What follows belongs to an exercise in optimizing a design on an open flow for small area; a production flow would make more cautious choices.
In this exercise RTL edits were held to simulation tests only and were not proved equivalent to the original.
Power and IR drop assume default switching activity.

==> design.v <==
module rv32i_datapath_core #(
  parameter int unsigned     XLEN     = 32,
  parameter logic [XLEN-1:0] RESET_PC = '0
) (
  input  logic            clk,
  input  logic            reset_ni,
  input  logic            pc_stall,
  input  logic [XLEN-1:0] pc_next,
  output logic [XLEN-1:0] pc,
  output logic [XLEN-1:0] pc_plus4,
  input  logic            rf_we,
  input  logic [4:0]      rf_waddr,
  input  logic [XLEN-1:0] rf_wdata,
  input  logic [4:0]      rf_raddr1,
  input  logic [4:0]      rf_raddr2,
  output logic [XLEN-1:0] rf_rdata1,
  output logic [XLEN-1:0] rf_rdata2,
  input  logic [XLEN-1:0] alu_a,
  input  logic [XLEN-1:0] alu_b,
  input  logic [3:0]      alu_op,
  input  logic            alu_us,
  output logic [XLEN-1:0] alu_y,
  output logic            alu_zero
);
  localparam int unsigned NREGS = 32;
  localparam logic [3:0] OP_ADD   = 4'd0;
  localparam logic [3:0] OP_SUB   = 4'd1;
  localparam logic [3:0] OP_AND   = 4'd2;
  localparam logic [3:0] OP_OR    = 4'd3;
  localparam logic [3:0] OP_XOR   = 4'd4;
  localparam logic [3:0] OP_SLL   = 4'd5;
  localparam logic [3:0] OP_SRL   = 4'd6;
  localparam logic [3:0] OP_SRA   = 4'd7;
  localparam logic [3:0] OP_SLT   = 4'd8;
  localparam logic [3:0] OP_PASSB = 4'd9;
  localparam logic [3:0] OP_BEQ   = 4'd10;
  localparam logic [3:0] OP_BNE   = 4'd11;
  localparam logic [3:0] OP_BLT   = 4'd12;
  localparam logic [3:0] OP_BGE   = 4'd13;
  always_ff @(posedge clk or negedge reset_ni) begin
    if (!reset_ni) begin
      pc <= RESET_PC;
    end else if (!pc_stall) begin
      pc <= pc_next;
    end
  end
  assign pc_plus4 = pc + XLEN'(4);
  logic [XLEN-1:0] regs [NREGS];
  logic            wr_en;
  assign wr_en = rf_we && (rf_waddr != 5'd0);
  always_ff @(posedge clk or negedge reset_ni) begin
    if (!reset_ni) begin
      for (int i = 0; i < int'(NREGS); i++) begin
        regs[i] <= '0;
      end
    end else if (wr_en) begin
      regs[rf_waddr] <= rf_wdata;
    end
  end
  always_comb begin
    rf_rdata1 = '0;
    rf_rdata2 = '0;
    if (rf_raddr1 != 5'd0) begin
      rf_rdata1 = (wr_en && (rf_waddr == rf_raddr1)) ? rf_wdata : regs[rf_raddr1];
    end
    if (rf_raddr2 != 5'd0) begin
      rf_rdata2 = (wr_en && (rf_waddr == rf_raddr2)) ? rf_wdata : regs[rf_raddr2];
    end
  end
  logic [XLEN-1:0] sum;
  logic [XLEN-1:0] diff;
  logic [4:0]      shamt;
  logic            lt;
  assign sum   = alu_a + alu_b;
  assign diff  = alu_a - alu_b;
  assign shamt = alu_b[4:0];
  assign lt    = alu_us ? (alu_a < alu_b) : ($signed(alu_a) < $signed(alu_b));
  always_comb begin
    alu_y    = '0;
    alu_zero = 1'b0;
    unique case (alu_op)
      OP_ADD:   alu_y = sum;
      OP_SUB:   alu_y = diff;
      OP_AND:   alu_y = alu_a & alu_b;
      OP_OR:    alu_y = alu_a | alu_b;
      OP_XOR:   alu_y = alu_a ^ alu_b;
      OP_SLL:   alu_y = alu_a << shamt;
      OP_SRL:   alu_y = alu_a >> shamt;
      OP_SRA:   alu_y = XLEN'($signed(alu_a) >>> shamt);
      OP_SLT:   alu_y = XLEN'(lt);
      OP_PASSB: alu_y = alu_b;
      OP_BEQ, OP_BNE, OP_BLT, OP_BGE: alu_y = diff;
      default:  alu_y = '0;
    endcase
    unique case (alu_op)
      OP_BEQ:  alu_zero = (alu_a == alu_b);
      OP_BNE:  alu_zero = (alu_a != alu_b);
      OP_BLT:  alu_zero = lt;
      OP_BGE:  alu_zero = !lt;
      4'd14, 4'd15: alu_zero = 1'b0;
      default: alu_zero = (alu_y == '0);
    endcase
  end
endmodule
==> run.sh <==
#!/bin/bash
# synth_recipe.tcl (not shown) runs the flow's synth.tcl, then flattens the netlist and writes it again
# the make line also repeats each setting of config.mk as NAME=value (left out here)
make -C /OpenROAD-flow-scripts/flow DESIGN_CONFIG=/design/flow/config.mk WORK_HOME=/design/flow/orfs CLKGATE_MAP_FILE= SYNTH_SCRIPT=/design/flow/synth_recipe.tcl finish
==> config.mk <==
export PLATFORM = sky130hd
export DESIGN_NAME = rv32i_datapath_core
export DESIGN_NICKNAME = rv32i_datapath_core
export VERILOG_FILES = /design/flow/design.v
export SDC_FILE = /design/flow/constraint.sdc
export NUM_CORES = 4
export LEC_CHECK = 0
export CAP_MARGIN = 20
export CORE_MARGIN = 2
export CORE_UTILIZATION = 40
export SLEW_MARGIN = 20
==> constraint.sdc <==
create_clock -name core_clock -period 8.0 [get_ports {clk}]
set_input_delay 1.6000 -clock core_clock [delete_from_list [all_inputs] [get_ports {clk}]]
set_output_delay 1.6000 -clock core_clock [all_outputs]
set_load 0.01 [all_outputs]
==> out/qor.txt <==
Die width: 392 um
Fraction of layout cells with a size suffix above 1: 0.326
Placed cells: 7834
GPL Wtd Cong: 1.02
Rel. slew slack: 0.0899
CTS Buf Count: 104
Most used flip-flop cell after synthesis: dfrtp_1
Post-DP HPWL: 201000 um
Tmin final: 7.78 ns
GR peak layer: met2
Post-synth top area share: 0.425
Final worst slack: 0.219 ns
CP max stage cell: or4_1
Reg2reg setup slack: 7.09 ns
Die Ht: 392 um
Setup TNS: 0 ns
Post-Syn Area per Cell: 10.9 um^2
GRT overflow: 0
Core area: 150000 um^2
Top Ports: 313
Final Power: 15800 uW
Setup Slack @ Placement: -0.328 ns
Hold Fails Final Rpt: 0
GRT Total Usage: 0.401
Clock latency (worst-skew pair): 0.73 ns
Die Footprint: 154000 um^2
Crit path DAT: 6.18 ns
Post-Layout Cell Count: 8041
Clock Power Share: 0.334
Initial DRT Pass Iterations: 13
Post-synth ARST share: 1.00
Outcome: finished clean
Leak Pwr: 0.0309 uW
Global-route met3 utilization: 0.126
Synth Warn #: 2
Netlist Area Pre-Place: 60400 um^2
Flop pwr share: 0.453
Count leader, synth: mux2_2
Dominant cell type by area after synthesis: dfrtp_1
Clock Skews: 0 ns
Mapped Cells: 5517
Post-CTS Setup Repair Bufs: 0
Least-Margin Pin Slew: 1.36 ns
Clock root buffer: clkbuf_16
Final ANT Viol Nets: 0
Worst r2r dst: pc[2]$_DFFE_PN0N_
CTS tree: built
Slowest Stage Delay on Critical Path: 0.60 ns
Via count: 58600
Fin nets: 6178
Placed inst area: 69100 um^2
Cell Chain, Critical Path: clkdlybuf4s50_1, buf_12, inv_1, ha_1, or4_1, nand2b_1, a21oi_2, nor3_1, xor2_1, a221o_1, or4_1, nor4_4, buf_4, and4_1, nand4bb_1, o41ai_2, dlygate4sd2_1
PortBufs: 312
Initial antenna violation count: 15
Starting DRT DRC Count: 10500
Data required time of the worst path: 6.40 ns
Setup crit end kind: primary output
Hold Crit Class: flip-flop to flip-flop
Top post-synthesis cells by count: mux2_2, dfrtp_1, clkbuf_1, a22oi_1, nor2_1
Critical Path Source: alu_a[12]
Combinational Power Share: 0.214
Setup violators final: 0
Final Cell Area: 72800 um^2
Critical R2R Launch: pc[2]$_DFFE_PN0N_
Grt met2 use: 0.583
Largest net degree at the start of global routing: 196
DR WL/cell: 39.5 um
Vias in the first global route: 56200
Top cell by count, worst path: or4_1
Clk pin slew, worst setup/hold paths: 0.06 ns
Timing endpoint of the critical path: alu_zero
Post-synth EDFFs: 0
First-pass GRT wire length: 438000 um
Crit path kind: input pin to primary output
Pwr Density: 217 nW/um^2
Met1 Use GR: 0.494
Max FO, Critical Path: 2
RSZ-0062 raised after global routing: no
CTS H-tree depth: 3
DR vias/cell: 7.28
Site Rows: 142
Syn_nets: 5769
Yosys cell types: 94
Synth top area cells: dfrtp_1, mux2_2, a22oi_1, a221oi_1, a22o_1
Switching share of power: 0.314
Total Wirelength: 317000 um
DRC violations left: 0
P_sw: 4960 uW
TritonCTS Sinks: 1024
Maximum VDD drop: 191 uV
Max-cap viol count: 0
Crit start category: input pin
#FFs+latches synth: 1024
Starting Density: 0.403
Clk buf depth: 3
Internal Pwr Total: 10800 uW
Final period util: 0.973
R2R cell count: 1
Area grow syn2layout: 20.5%
Final slew viol count: 0
Sequential share of the synthesized area: 0.425
Maximum clock frequency: 129 MHz
[what timing repair did]
| item | CTS | global route |
|---|---|---|
| endpoints found under the setup margin | 1 | 1 |
| hold buffers | 0 | 0 |
| resized for setup | 8 | 2 |
[flip-flops by register name, summed over array words and instances, names as in the netlist]
signal / flops
regs: 992
pc: 32
[worst min path at each step]
stage / start / to / slack (ns) / cells past startpoint
floorplan: regs[12][30]$_DFFE_PN0P_ / regs[12][30]$_DFFE_PN0P_ / 0.50 / 1
global placement: regs[4][10]$_DFFE_PN0P_ / regs[4][10]$_DFFE_PN0P_ / 0.51 / 1
detailed placement: regs[14][30]$_DFFE_PN0P_ / regs[14][30]$_DFFE_PN0P_ / 0.52 / 1
CTS: regs[16][3]$_DFFE_PN0P_ / regs[16][3]$_DFFE_PN0P_ / 0.54 / 1
global route: regs[2][31]$_DFFE_PN0P_ / regs[2][31]$_DFFE_PN0P_ / 0.54 / 1
finish: regs[15][29]$_DFFE_PN0P_ / regs[15][29]$_DFFE_PN0P_ / 0.54 / 1
[power groups by stage]
| stage | logic (uW) | registers, uW | clock network [uW] |
|---|---|---|---|
| 6_report | 3380 | 7150 | 5270 |
| 5_1_grt | 3560 | 7210 | 5460 |
| 4_1_cts | 3320 | 7070 | 5260 |
| 3_5_place_dp | 3300 | 7150 | 0 |
| 3_3_place_gp | 3250 | 7130 | 0 |
| 2_1_floorplan | 1890 | 6820 | 0 |
[stage by stage]
step                       util  hold WS (ns)
after floorplan               -         0.501
after global placement    0.461         0.514
after detailed placement  0.461         0.518
after CTS                 0.486         0.536
after global routing      0.486         0.543
final                     0.486         0.537
[cell families (layout without fill, tap and decap cells)]
family,after synthesis,after routing,share of synthesized area
AOI/OAI and AO/OA,1564,1564,0.200
xor gates and xnor gates,52,52,0.00755
adders and majority gates,100,100,0.0210
buffers and inverters,639,1137,0.0423
DFF,1024,1024,0.425
muxes,1162,1162,0.223
other,0,10,0
and+or+nand+nor,976,976,0.0811
[final cells by class]
cell class / count / area, um^2
clock inverter: 44 / 601
inverter: 105 / 394
clock buffer: 151 / 3020
tap: 2016 / 2520
fill: 13700 / 77000
sequential: 1024 / 25600
antenna: 10 / 25.0
timing repair buffer: 837 / 7550
multi-input combinational: 3854 / 33000
[placed cells by master (no fill, tap or decap), drive strengths merged, types with 33 or more instances in the layout]
cell type / instances
a21oi: 187
a221oi: 271
a222oi: 65
a22o: 253
a22oi: 430
buf: 545
clkbuf: 151
clkdlybuf4s50: 290
dfrtp: 1024
ha: 98
inv: 110
mux2: 1055
mux2i: 65
mux4: 42
nand2: 149
nand3: 117
nand4: 149
nor2: 277
nor3: 105
o21ai: 84
xnor2: 33
[critical path: cells and delay by family]
kind,cells,cell delay [ns]
and+or+nand+nor,7,2.06
buffers and inverters,5,1.19
AOI/OAI and AO/OA,3,0.88
adders and majority gates,1,0.30
xor gates and xnor gates,1,0.15
[routing by layer]
metal / wire length [um] / vias up
li1: - / 22400
met1: 113000 / 29200
met2: 133000 / 5183
met3: 40500 / 1772
met4: 30200 / 10
met5: 98 / -

[static timing again, ports no longer ideal]
Ports are ideal in the flow. The routed layout listed here was re-timed in OpenROAD.
Step 1, drivers: a clkbuf_16 drives clk and a buf_2 each remaining input, both assumed.
Step 2 moves the port delays by t, midway between the first and last clock arrival at a register: inputs arrive t later, outputs are due t later. That takes back most of the time a late clock gives input paths.
Three values: ideal ports, drivers, drivers and shift; two values: the first two.
t (ns): 0.827
slack for setup (ns): 0.219 / 0.193 / 0.193
worst setup path after step 2: input to output
latest minus earliest clock arrival (ns): 0.060 / 0.061
worst slew at a driven data input, ns: 0.14
After both steps this run still meets setup and hold. The setup slack of this run moves by -0.026 ns with the drivers and by -0.026 ns with both steps.
